Background: an optimization exercise with open tools, aiming at small area and few clock cycles. Do not read the settings as production practice. At most, simulation tests tie the RTL to the original design; equivalence was not proved. No activity file was given, so power comes from the tool's default toggle rates.

==> flow/design.v <==
package ti_pkg;
    localparam int FLIT_W = 32;
    typedef logic [FLIT_W-1:0] flit_t;       
    localparam int HEADER_SIZE = 13;
    typedef logic [3:0] hdr_idx_t;           
    typedef logic [7:0] task_idx_t;
    typedef logic [7:0] app_id_t;
    localparam flit_t MESSAGE_DELIVERY = 32'h0000_0001;
    localparam flit_t TASK_ALLOCATION  = 32'h0000_0040;
    localparam flit_t APP_ALLOCATION_REQUEST = 32'h0000_0240;
    localparam flit_t APP_MAPPING_COMPLETE   = 32'h0000_0241;
    localparam int SIZE_WORDS = 4;
endpackage
module noc_receiver (
    input  logic            clk_i,
    input  logic            rst_ni,
    input  logic            noc_rx_i,
    input  ti_pkg::flit_t   noc_data_i,
    input  logic            tgt_take_i,    
    input  logic            tgt_last_i,    
    output logic            noc_credit_o,
    output logic            tgt_valid_o,   
    output ti_pkg::app_id_t app_id_o
);
    logic [3:0]      hc_q;       
    ti_pkg::flit_t   rem_q;      
    logic            svc_q;      
    logic            alc_q;      
    ti_pkg::app_id_t app_q;
    logic xfer, at_tgt, pkt_end;
    ti_pkg::flit_t rem_dec;
    always_comb begin
        logic nz;
        nz = 1'b0;
        for (int i = 0; i < ti_pkg::FLIT_W; i++) begin
            rem_dec[i] = rem_q[i] ^ !nz;
            nz         = nz | rem_q[i];
        end
    end
    assign at_tgt       = alc_q && hc_q == 4'd15;
    assign noc_credit_o = at_tgt ? tgt_take_i : 1'b1;
    assign tgt_valid_o  = at_tgt && noc_rx_i;
    assign xfer         = noc_rx_i && noc_credit_o;
    assign pkt_end      = hc_q >= 4'd2 && rem_q == 32'd1;
    always_ff @(posedge clk_i or negedge rst_ni) begin
        if (!rst_ni) begin
            hc_q  <= '0;
            alc_q <= 1'b0;
        end else if (xfer) begin
            if (pkt_end)
                hc_q <= '0;
            else if (hc_q != 4'd15)
                hc_q <= hc_q + 4'd1;
            if (pkt_end || (at_tgt && tgt_last_i))
                alc_q <= 1'b0;
            else if (hc_q == 4'd13 && svc_q && noc_data_i == ti_pkg::APP_ALLOCATION_REQUEST)
                alc_q <= 1'b1;
        end
    end
    always_ff @(posedge clk_i) begin
        if (xfer) begin
            rem_q <= (hc_q == 4'd1) ? noc_data_i : rem_dec;
            if (hc_q == 4'd2)
                svc_q <= noc_data_i == ti_pkg::MESSAGE_DELIVERY;
            if (hc_q == 4'd14 && alc_q)
                app_q <= noc_data_i[7:0];
        end
    end
    assign app_id_o = app_q;
endmodule
module task_injector #(
    parameter ti_pkg::flit_t MAPPER_ADDRESS = 32'h0000_0000,
    parameter int            MAX_PAYLOAD    = 32
) (
    input  logic          clk_i,
    input  logic          rst_ni,
    input  logic          src_rx_i,
    input  ti_pkg::flit_t src_data_i,
    output logic          src_credit_o,
    output logic          noc_tx_o,
    output ti_pkg::flit_t noc_data_o,
    input  logic          noc_credit_i,
    input  logic          noc_rx_i,
    input  ti_pkg::flit_t noc_data_i,
    output logic          noc_credit_o
);
    localparam int          W     = ti_pkg::FLIT_W;
    localparam ti_pkg::flit_t K44 = ti_pkg::flit_t'(4 * (ti_pkg::HEADER_SIZE - 2));
    localparam logic [3:0] CODE = 4'd13;
    localparam logic [3:0] IDLE = 4'd15;
    localparam logic [1:0] PH_NONE = 2'd0;    
    localparam logic [1:0] PH_TEXT = 2'd1;    
    localparam logic [1:0] PH_SUM  = 2'd2;    
    logic [3:0]      st_q;
    logic [1:0]      ph_q;
    ti_pkg::flit_t   acc_q;
    logic [4:0]      task_q, ntask_q;
    ti_pkg::app_id_t app_id;
    logic            tgt_valid, tgt_take, last_task, src_xfer, tx_xfer, code_end;
    logic            in_h01, ld_text, add_data, wrap;
    ti_pkg::flit_t   aop, dop, sum;
    assign in_h01    = st_q == 4'd0 || st_q == 4'd1;
    assign ld_text   = in_h01 && ph_q == PH_NONE;
    assign add_data  = in_h01 && ph_q == PH_TEXT && src_rx_i;
    assign last_task = task_q + 5'd1 == ntask_q;
    assign tgt_take  = st_q == 4'd0 && noc_credit_i;
    assign src_xfer  = src_rx_i && src_credit_o;
    assign tx_xfer   = noc_tx_o && noc_credit_i;
    assign code_end  = (st_q == 4'd12 && acc_q == '0) || (st_q == CODE && acc_q == 32'd1);
    assign aop = ld_text ? K44 : acc_q;
    assign dop = (st_q == CODE)  ? '1 :
                 (st_q == 4'd3)  ? -(K44 - 32'd1) :
                 (st_q == 4'd2)  ? ~src_data_i : src_data_i;
    always_comb begin
        ti_pkg::flit_t g, p;
        g = aop & dop;
        p = aop ^ dop;
        for (int l = 1; l < W; l = 2 * l)
            for (int i = 2 * l - 1; i < W; i += 2 * l) begin
                g[i] = g[i] | (p[i] & g[i-l]);
                p[i] = p[i] & p[i-l];
            end
        for (int l = W / 4; l >= 1; l = l / 2)
            for (int i = 3 * l - 1; i < W; i += 2 * l) begin
                g[i] = g[i] | (p[i] & g[i-l]);
                p[i] = p[i] & p[i-l];
            end
        sum = (aop ^ dop) ^ {g[W-2:0], 1'b0};
    end
    assign wrap = !(|acc_q[W-1:6]) && (!acc_q[5] || (!acc_q[4] && !(acc_q[3] && acc_q[2])));
    noc_receiver u_receiver (
        .clk_i, .rst_ni, .noc_rx_i, .noc_data_i,
        .tgt_take_i  (tgt_take),
        .tgt_last_i  (last_task),
        .noc_credit_o,
        .tgt_valid_o (tgt_valid),
        .app_id_o    (app_id)
    );
    logic s_noc, s_len, s_acc, s_src;
    assign s_noc = st_q == 4'd0;
    assign s_len = st_q == 4'd1;
    assign s_acc = st_q == 4'd10;
    assign s_src = st_q == 4'd9 || st_q >= 4'd11;
    assign noc_data_o = ({W{s_noc}} & noc_data_i)
                      | ({W{s_len}} & {1'b0, wrap, acc_q[W-1:2]})
                      | ({W{s_acc}} & acc_q)
                      | ({W{s_src}} & src_data_i)
                      | ((st_q == 4'd2) ? ti_pkg::TASK_ALLOCATION : '0)
                      | ((st_q == 4'd3) ? {16'h0000, app_id, 3'b000, task_q} : '0)
                      | ((st_q == 4'd4) ? MAPPER_ADDRESS : '0);
    always_comb begin
        noc_tx_o     = 1'b0;
        src_credit_o = 1'b0;
        case (st_q)
            4'd0: begin
                noc_tx_o     = tgt_valid;
                src_credit_o = ph_q == PH_NONE;
            end
            4'd1: begin
                noc_tx_o     = ph_q == PH_SUM;
                src_credit_o = ph_q == PH_NONE;
            end
            4'd2, 4'd3, 4'd4, 4'd5, 4'd6, 4'd7, 4'd8: noc_tx_o = 1'b1;
            4'd9: noc_tx_o = src_rx_i;
            4'd10, 4'd11, 4'd12, CODE: begin
                noc_tx_o     = src_rx_i;
                src_credit_o = noc_credit_i;
            end
            default: src_credit_o = 1'b1;     
        endcase
    end
    always_ff @(posedge clk_i or negedge rst_ni) begin
        if (!rst_ni) begin
            st_q <= IDLE;
        end else if (st_q == IDLE) begin
            if (src_rx_i)
                st_q <= 4'd0;
        end else if (tx_xfer) begin
            if (code_end)
                st_q <= last_task ? IDLE : 4'd0;
            else if (st_q != CODE)
                st_q <= st_q + 4'd1;
        end
    end
    always_ff @(posedge clk_i) begin
        if (st_q == IDLE) begin
            ntask_q <= src_data_i[4:0];
            task_q  <= '0;
            ph_q    <= PH_NONE;
        end else if (tx_xfer && code_end) begin
            task_q  <= task_q + 5'd1;
            ph_q    <= PH_NONE;
        end else if (src_xfer && ld_text) begin
            ph_q    <= PH_TEXT;
        end else if (add_data) begin
            ph_q    <= PH_SUM;
        end
        if ((src_xfer && ld_text) || add_data
            || (tx_xfer && (st_q == 4'd2 || st_q == 4'd3 || st_q == CODE)))
            acc_q <= sum;
        else if (tx_xfer && st_q == 4'd10)
            acc_q <= {2'b00, sum[W-1:2]};
    end
endmodule
clock: 6.5 ns
lec_check: 0
cap_margin: 20
core_margin: 2
core_utilization: 40
slew_margin: 20
run.sh (not shown) runs the stock make flow with config.mk's settings and CLKGATE_MAP_FILE= SYNTH_SCRIPT=/design/flow/synth_recipe.tcl, a recipe that flattens the netlist after the stock synthesis.
The starting point ran to the end with no violations.
Testbench counts at the start, summed over its fixed seeds: cycles 39,247.
Edit:
--- a/flow/design.v
+++ b/flow/design.v
@@ -31,11 +31,11 @@
     ti_pkg::flit_t rem_dec;
     always_comb begin
         logic nz;
         nz = 1'b0;
         for (int i = 0; i < ti_pkg::FLIT_W; i++) begin
-            rem_dec[i] = rem_q[i] ^ !nz;
+            rem_dec[i] = rem_q[i] ^ (xfer && !nz);
             nz         = nz | rem_q[i];
         end
     end
     assign at_tgt       = alc_q && hc_q == 4'd15;
     assign noc_credit_o = at_tgt ? tgt_take_i : 1'b1;
@@ -56,12 +56,12 @@
             else if (hc_q == 4'd13 && svc_q && noc_data_i == ti_pkg::APP_ALLOCATION_REQUEST)
                 alc_q <= 1'b1;
         end
     end
     always_ff @(posedge clk_i) begin
+        rem_q <= (xfer && hc_q == 4'd1) ? noc_data_i : rem_dec;
         if (xfer) begin
-            rem_q <= (hc_q == 4'd1) ? noc_data_i : rem_dec;
             if (hc_q == 4'd2)
                 svc_q <= noc_data_i == ti_pkg::MESSAGE_DELIVERY;
             if (hc_q == 4'd14 && alc_q)
                 app_q <= noc_data_i[7:0];
         end
@@ -104,15 +104,20 @@
     assign add_data  = in_h01 && ph_q == PH_TEXT && src_rx_i;
     assign last_task = task_q + 5'd1 == ntask_q;
     assign tgt_take  = st_q == 4'd0 && noc_credit_i;
     assign src_xfer  = src_rx_i && src_credit_o;
     assign tx_xfer   = noc_tx_o && noc_credit_i;
-    assign code_end  = (st_q == 4'd12 && acc_q == '0) || (st_q == CODE && acc_q == 32'd1);
-    assign aop = ld_text ? K44 : acc_q;
-    assign dop = (st_q == CODE)  ? '1 :
-                 (st_q == 4'd3)  ? -(K44 - 32'd1) :
-                 (st_q == 4'd2)  ? ~src_data_i : src_data_i;
+    assign code_end  = (st_q == 4'd12 && acc_q[W-1:2] == '0)
+                       || (st_q == CODE && acc_q[W-1:2] == 30'd1);
+    logic add_src, sub_src, sub_43, sub_4;
+    assign add_src = (ld_text && src_rx_i) || add_data || (st_q == 4'd10 && tx_xfer);
+    assign sub_src = st_q == 4'd2 && tx_xfer;
+    assign sub_43  = st_q == 4'd3 && tx_xfer;
+    assign sub_4   = st_q == CODE && tx_xfer;
+    assign aop = (ld_text && src_rx_i) ? K44 : acc_q;
+    assign dop = ({W{add_src}} & src_data_i) | ({W{sub_src}} & ~src_data_i)
+               | (sub_43 ? -(K44 - 32'd1) : '0) | (sub_4 ? -32'd4 : '0);
     always_comb begin
         ti_pkg::flit_t g, p;
         g = aop & dop;
         p = aop ^ dop;
         for (int l = 1; l < W; l = 2 * l)
@@ -193,12 +198,8 @@
         end else if (src_xfer && ld_text) begin
             ph_q    <= PH_TEXT;
         end else if (add_data) begin
             ph_q    <= PH_SUM;
         end
-        if ((src_xfer && ld_text) || add_data
-            || (tx_xfer && (st_q == 4'd2 || st_q == 4'd3 || st_q == CODE)))
-            acc_q <= sum;
-        else if (tx_xfer && st_q == 4'd10)
-            acc_q <= {2'b00, sum[W-1:2]};
+        acc_q <= sum;
     end
 endmodule
Effect: Combinational power came out lower by 40%. Flip-flop and latch count is unchanged. Non-clock buffer count goes up by 1. Routed wire length decreases by 5.2%. Maximum frequency grows by 7.5%. Utilization rises by 0.66 points. Final cell count decreases by 4.8%. Via count falls by 2.6%. Clock power is higher by 5.0%.
Testbench counts after the change, summed over its fixed seeds: cycles 39,247.

## v14
task_injector with an RTL version that a note above also has.
Size: about 710 cells after synthesis, about 100 I/O pins, about 6000 um2 of cells after synthesis.
==> module task_injector, before the edit <==
module task_injector #(
    parameter ti_pkg::flit_t MAPPER_ADDRESS = 32'h0000_0000,
    parameter int            MAX_PAYLOAD    = 32
) (
    input  logic          clk_i,
    input  logic          rst_ni,
    input  logic          src_rx_i,
    input  ti_pkg::flit_t src_data_i,
    output logic          src_credit_o,
    output logic          noc_tx_o,
    output ti_pkg::flit_t noc_data_o,
    input  logic          noc_credit_i,
    input  logic          noc_rx_i,
    input  ti_pkg::flit_t noc_data_i,
    output logic          noc_credit_o
);
    localparam int          W     = ti_pkg::FLIT_W;
    localparam ti_pkg::flit_t K44 = ti_pkg::flit_t'(4 * (ti_pkg::HEADER_SIZE - 2));
    localparam logic [3:0] CODE = 4'd13;
    localparam logic [3:0] IDLE = 4'd15;
    localparam logic [1:0] PH_NONE = 2'd0;    
    localparam logic [1:0] PH_TEXT = 2'd1;    
    localparam logic [1:0] PH_SUM  = 2'd2;    
    logic [3:0]      st_q;
    logic [1:0]      ph_q;
    ti_pkg::flit_t   acc_q;
    logic [4:0]      task_q, ntask_q;
    ti_pkg::app_id_t app_id;
    logic            tgt_valid, tgt_take, last_task, src_xfer, tx_xfer, code_end;
    logic            in_h01, ld_text, add_data, wrap;
    ti_pkg::flit_t   aop, dop, sum;
    assign in_h01    = st_q == 4'd0 || st_q == 4'd1;
    assign ld_text   = in_h01 && ph_q == PH_NONE;
    assign add_data  = in_h01 && ph_q == PH_TEXT && src_rx_i;
    assign last_task = task_q + 5'd1 == ntask_q;
    assign tgt_take  = st_q == 4'd0 && noc_credit_i;
    assign src_xfer  = src_rx_i && src_credit_o;
    assign tx_xfer   = noc_tx_o && noc_credit_i;
    assign code_end  = (st_q == 4'd12 && acc_q[W-1:2] == '0)
                       || (st_q == CODE && acc_q[W-1:2] == 30'd1);
    logic add_src, sub_src, sub_43, sub_4;
    assign add_src = (ld_text && src_rx_i) || add_data || (st_q == 4'd10 && tx_xfer);
    assign sub_src = st_q == 4'd2 && tx_xfer;
    assign sub_43  = st_q == 4'd3 && tx_xfer;
    assign sub_4   = st_q == CODE && tx_xfer;
    assign aop = (ld_text && src_rx_i) ? K44 : acc_q;
    assign dop = ({W{add_src}} & src_data_i) | ({W{sub_src}} & ~src_data_i)
               | (sub_43 ? -(K44 - 32'd1) : '0) | (sub_4 ? -32'd4 : '0);
    always_comb begin
        ti_pkg::flit_t g, p;
        g = aop & dop;
        p = aop ^ dop;
        for (int l = 1; l < W; l = 2 * l)
            for (int i = 2 * l - 1; i < W; i += 2 * l) begin
                g[i] = g[i] | (p[i] & g[i-l]);
                p[i] = p[i] & p[i-l];
            end
        for (int l = W / 4; l >= 1; l = l / 2)
            for (int i = 3 * l - 1; i < W; i += 2 * l) begin
                g[i] = g[i] | (p[i] & g[i-l]);
                p[i] = p[i] & p[i-l];
            end
        sum = (aop ^ dop) ^ {g[W-2:0], 1'b0};
    end
    assign wrap = !(|acc_q[W-1:6]) && (!acc_q[5] || (!acc_q[4] && !(acc_q[3] && acc_q[2])));
    noc_receiver u_receiver (
        .clk_i, .rst_ni, .noc_rx_i, .noc_data_i,
        .tgt_take_i  (tgt_take),
        .tgt_last_i  (last_task),
        .noc_credit_o,
        .tgt_valid_o (tgt_valid),
        .app_id_o    (app_id)
    );
    logic s_noc, s_len, s_acc, s_src;
    assign s_noc = st_q == 4'd0;
    assign s_len = st_q == 4'd1;
    assign s_acc = st_q == 4'd10;
    assign s_src = st_q == 4'd9 || st_q >= 4'd11;
    assign noc_data_o = ({W{s_noc}} & noc_data_i)
                      | ({W{s_len}} & {1'b0, wrap, acc_q[W-1:2]})
                      | ({W{s_acc}} & acc_q)
                      | ({W{s_src}} & src_data_i)
                      | ((st_q == 4'd2) ? ti_pkg::TASK_ALLOCATION : '0)
                      | ((st_q == 4'd3) ? {16'h0000, app_id, 3'b000, task_q} : '0)
                      | ((st_q == 4'd4) ? MAPPER_ADDRESS : '0);
    always_comb begin
        noc_tx_o     = 1'b0;
        src_credit_o = 1'b0;
        case (st_q)
            4'd0: begin
                noc_tx_o     = tgt_valid;
                src_credit_o = ph_q == PH_NONE;
            end
            4'd1: begin
                noc_tx_o     = ph_q == PH_SUM;
                src_credit_o = ph_q == PH_NONE;
            end
            4'd2, 4'd3, 4'd4, 4'd5, 4'd6, 4'd7, 4'd8: noc_tx_o = 1'b1;
            4'd9: noc_tx_o = src_rx_i;
            4'd10, 4'd11, 4'd12, CODE: begin
                noc_tx_o     = src_rx_i;
                src_credit_o = noc_credit_i;
            end
            default: src_credit_o = 1'b1;     
        endcase
    end
    always_ff @(posedge clk_i or negedge rst_ni) begin
        if (!rst_ni) begin
            st_q <= IDLE;
        end else if (st_q == IDLE) begin
            if (src_rx_i)
                st_q <= 4'd0;
        end else if (tx_xfer) begin
            if (code_end)
                st_q <= last_task ? IDLE : 4'd0;
            else if (st_q != CODE)
                st_q <= st_q + 4'd1;
        end
    end
    always_ff @(posedge clk_i) begin
        if (st_q == IDLE) begin
            ntask_q <= src_data_i[4:0];
            task_q  <= '0;
            ph_q    <= PH_NONE;
        end else if (tx_xfer && code_end) begin
            task_q  <= task_q + 5'd1;
            ph_q    <= PH_NONE;
        end else if (src_xfer && ld_text) begin
            ph_q    <= PH_TEXT;
        end else if (add_data) begin
            ph_q    <= PH_SUM;
        end
        acc_q <= sum;
    end
endmodule
clock: 6.5 ns
lec_check: 0
cap_margin: 20
core_margin: 2
core_utilization: 40
cts_buf_list: sky130_fd_sc_hd__clkbuf_8
slew_margin: 20
buffer_ports_args: -buffer_cell sky130_fd_sc_hd__buf_1
standard.sh (not shown) runs the stock make flow with config.mk's settings and CLKGATE_MAP_FILE= SYNTH_SCRIPT=/design/flow/synth_recipe.tcl, a recipe that flattens the netlist after the stock synthesis.
==> flow/flow/run.sh <==
#!/bin/bash
# The standard layout (standard.sh) with two changes:
#  - synthesis maps the logic with the area-oriented ABC script in flow/abc_map.script
#    (the flip-flops are mapped before ABC runs, as in the standard synthesis);
#  - the port buffers that global placement puts on every input and output are buf_1.
set -euo pipefail
work=$PWD
mkdir -p scripts
for f in "$FLOW_HOME"/scripts/*; do
    ln -s "$f" scripts/
done
rm scripts/abc_speed.script
cp flow/abc_map.script scripts/abc_speed.script
echo "export BUFFER_PORTS_ARGS = -buffer_cell sky130_fd_sc_hd__buf_1" >> config.mk
bash standard.sh SCRIPTS_DIR="$work/scripts" synth > synth.log 2>&1
bash standard.sh > standard.log 2>&1
==> flow/flow/abc_map.script <==
strash
dc2
&get -n
&dch -f
&nf -R 1000
&put
Testbench counts of v14, summed over its fixed seeds: cycles 39,247.
Setup changes, v14 to v24
--- a/flow/design.v
+++ b/flow/design.v
@@ -105,18 +105,20 @@
     assign last_task = task_q + 5'd1 == ntask_q;
     assign tgt_take  = st_q == 4'd0 && noc_credit_i;
     assign src_xfer  = src_rx_i && src_credit_o;
     assign tx_xfer   = noc_tx_o && noc_credit_i;
     assign code_end  = (st_q == 4'd12 && acc_q[W-1:2] == '0)
                        || (st_q == CODE && acc_q[W-1:2] == 30'd1);
-    logic add_src, sub_src, sub_43, sub_4;
-    assign add_src = (ld_text && src_rx_i) || add_data || (st_q == 4'd10 && tx_xfer);
-    assign sub_src = st_q == 4'd2 && tx_xfer;
-    assign sub_43  = st_q == 4'd3 && tx_xfer;
-    assign sub_4   = st_q == CODE && tx_xfer;
-    assign aop = (ld_text && src_rx_i) ? K44 : acc_q;
+    logic add_src, sub_src, sub_43, sub_4, set_44;
+    assign set_44  = in_h01 && ph_q == PH_NONE && src_rx_i;
+    assign add_src = (in_h01 && ph_q != PH_SUM && src_rx_i)
+                     || (st_q == 4'd10 && src_rx_i && noc_credit_i);
+    assign sub_src = st_q == 4'd2 && noc_credit_i;
+    assign sub_43  = st_q == 4'd3 && noc_credit_i;
+    assign sub_4   = st_q == CODE && src_rx_i && noc_credit_i;
+    assign aop = set_44 ? K44 : acc_q;
     assign dop = ({W{add_src}} & src_data_i) | ({W{sub_src}} & ~src_data_i)
                | (sub_43 ? -(K44 - 32'd1) : '0) | (sub_4 ? -32'd4 : '0);
     always_comb begin
         ti_pkg::flit_t g, p;
         g = aop & dop;
         p = aop ^ dop;
[summary]
Of v14 and v24, the run reporting the higher final routed wire length divided by cell count was v14.
Between v14 and v24, the area of the die is higher for v24.
In the tables for v14 and v24, overall track demand over capacity in global routing reads higher with v14.
Delay of the slowest cell on the worst path delta (v24 -> v14): insignificant
As far as total area of sequential cells goes, v24 and v14 are indistinguishable; the numbers are identical.
Function not checked in v24: the RTL went through the layout flow alone.

[static timing again, ports no longer ideal]
The flow's constraints put no driver on any port. The routed layouts listed below were extracted and timed again, unchanged, in two steps.
Step 1 assumes that a clkbuf_16 drives the clock port and a buf_2 every other input.
Step 2, shift: input delay + t, output delay - t, t = (earliest + latest rising clock arrival at the registers) / 2. This alone moves slack from input paths to output paths.
Slacks: ideal / step 1 / step 2; pairs: ideal / step 1.
run	shift t [ns]	setup WS [ns]	worst register clock-pin slew, ns	worst data-port slew with drivers (ns)
the first run of note 1	0.390	0.324 / 0.324 / 0.324	0.07 / 0.07	0.04
the second run of note 1	0.404	0.752 / 0.774 / 0.370	0.07 / 0.07	0.06
v14	0.408	0.245 / 0.245 / 0.161	0.10 / 0.10	0.04
v24	0.415	0.172 / 0.172 / -0.201	0.10 / 0.10	0.04
Met with ideal ports but missed after step 2: setup timing in v24. The setup slack of the second run of note 1, which loses most, moves by +0.022 ns with the drivers and by -0.382 ns with both steps.
